Context: an optimization exercise on an open-source flow, tuned for small area, a short achievable clock period and few clock cycles. The choices shown serve that exercise and are no tape-out recipe.
Where RTL was checked, it was by simulation tests only, not by an equivalence proof against the original.

## run A
Design base58_encoder_unit, start of the top module:
module base58_encoder_unit #(
    parameter int MAX_BYTES   = b58enc_pkg::MAX_BYTES_DEF,
    parameter int DIGIT_SLOTS = b58enc_pkg::DIGIT_SLOTS_DEF,
    parameter int STEP_BITS   = 4
) (
    input  logic                          i_clk,
    input  logic                          i_rst_n,
    input  logic                          i_in_valid,
    output logic                          o_in_ready,
    input  logic [b58enc_pkg::BYTE_W-1:0] i_in_data_byte,
    input  logic                          i_in_last_byte,
    output logic                          o_out_valid,
    input  logic                          i_out_ready,
    output logic [b58enc_pkg::CHAR_W-1:0] o_out_char,
    output logic                          o_out_last_char,
    output logic                          o_out_overflow
);
    localparam int ND  = 44;                     
    localparam int DW  = b58enc_pkg::DIGIT_W;
  ...
Settings: LEC_CHECK=0, ABC_AREA=1, CAP_MARGIN=20, CORE_MARGIN=2, CORE_UTILIZATION=40, CTS_BUF_LIST=sky130_fd_sc_hd__clkbuf_4, SLEW_MARGIN=20; clock period 12.0 ns.
standard.sh (not shown) runs the stock make flow with config.mk's settings and CLKGATE_MAP_FILE= SYNTH_SCRIPT=/design/flow/synth_recipe.tcl, a recipe that flattens the netlist after the stock synthesis.
==> flow/flow/run.sh <==
#!/bin/bash
# standard layout, except that synthesis maps the logic with the ABC script in
# flow/abc_area.script (more restructuring before an area-oriented mapping);
# everything else, including the synthesis passes before ABC, is ORFS's own
set -euo pipefail
WORK=$(pwd)
rm -rf "$WORK/scripts_abc"
cp -r "$FLOW_HOME/scripts" "$WORK/scripts_abc"
cp "$WORK/flow/abc_area.script" "$WORK/scripts_abc/abc_area.script"
bash standard.sh SCRIPTS_DIR="$WORK/scripts_abc" synth > "$WORK/synth.log" 2>&1
bash standard.sh > "$WORK/layout.log" 2>&1
==> flow/flow/abc_area.script <==
strash
dc2
balance
rewrite
refactor
balance
rewrite
rewrite -z
balance
refactor -z
rewrite -z
balance
dch -f
map -a -B 0.9
topo
stime -c
buffer -c
upsize -c
dnsize -c
What run Z does differently from run A at the input level:
--- a/flow/design.v
+++ b/flow/design.v
@@ -90,19 +90,19 @@
     logic [PW-1:0]     r_opos, n_opos;           
     logic              r_qv, n_qv;
     logic [BW-1:0]     r_qzp, n_qzp;
     logic              r_qovf, n_qovf;
     logic              r_qnum, n_qnum;
     logic [PW-1:0]     r_qpos, n_qpos;
     logic              r_v0, n_v0, r_v1, n_v1;
     logic [FW-1:0]     r_f0, n_f0, r_f1, n_f1;
     logic              sel_st, sel_sh, sel_hd;
-    logic              r_stall, n_stall, nzb2;
+    logic              r_stall, n_stall, nzb2, sure_sh;
     logic              r_rst;                    
     logic              step, last_st, consume, hand, shift, push, pop, fin;
     logic [FW-1:0]     pdata;
     logic [DW-1:0]     top;
     assign o_in_ready      = !r_nxt_v;
     assign o_out_valid     = r_v0;
     assign o_out_char      = r_f0[FW-1 -: CW];
     assign o_out_last_char = r_f0[1];
     assign o_out_overflow  = r_f0[0];
@@ -165,19 +165,20 @@
             end
             O_FLUSH: begin
                 shift = 1'b1;
                 if (r_opos == PW'(1)) fin = 1'b1;
             end
             default: begin
                 fin = 1'b1;
             end
         endcase
-        step    = (r_nb != '0) && ((shift && !r_msk[0]) || !r_stall);
+        sure_sh = ((r_os == O_DIG) && !r_v1) || (r_os == O_FLUSH);
+        step    = (r_nb != '0) && ((sure_sh && !r_msk[0]) || !r_stall);
         last_st = (r_nb == '0) || ((r_nb == NW'(1)) && step);
         hand    = r_done && last_st && !r_qv;
         consume = r_nxt_v && (!r_done || hand) && last_st;
         n_nxt      = r_nxt;
         n_nxt_v    = r_nxt_v;
         n_nxt_last = r_nxt_last;
         n_sh       = r_sh;
         n_nb       = r_nb;
         n_zp       = hand ? '0   : r_zp;
--- outcome ---
Compared with run A, run Z shows number of core rows lower by 0.98%. Run Z did not stop at any stage, and its layout met the timing, DRC and antenna checks. | final cell count | run A vs run Z | ≈ equal |. Compared with run A, in run Z setup slack of the critical path after layout +120 ps; synthesized-area fraction occupied by ao, oa, aoi and oai cells has decreased. Run Z ends up with a detailed route wirelength on metal3 that is 210 um higher than in run A. Diff run A -> run Z | die area | down slightly. On die boundary height, run A and run Z are basically level.
Testbench counts of run Z, summed over its fixed seeds: cycles 8,391.
Only the layout flow was run in run A; the RTL was not checked for function there.

[separate check: timing with driven ports]
Ports are ideal in the flow. The routed layouts listed here were re-timed in OpenROAD. Step 1: set_driving_cell puts a clkbuf_16 on i_clk and a buf_2 on each other input, an assumption about the parent block. Step 2 adds t to the input delays and takes it off the output delays; t is the mean of the earliest and latest rising clock arrival at the registers after step 1. Input paths then give back, and output paths get back, about the clock's delay inside the block. a / b / c = ideal / step 1 / step 2; a / b = the first two.
| run | t, ns | setup WS [ns] | worst setup path after step 2 | clock arrival spread, ns | worst slew at a driven data input, ns |
|---|---|---|---|---|---|
| run A | 0.921 | 7.359 / 7.359 / 7.359 | register to register | 0.107 / 0.108 | 0.04 |
| run Z | 0.936 | 7.481 / 7.481 / 7.481 | register to register | 0.078 / 0.079 | 0.05 |
After both steps every run listed still meets setup and hold.
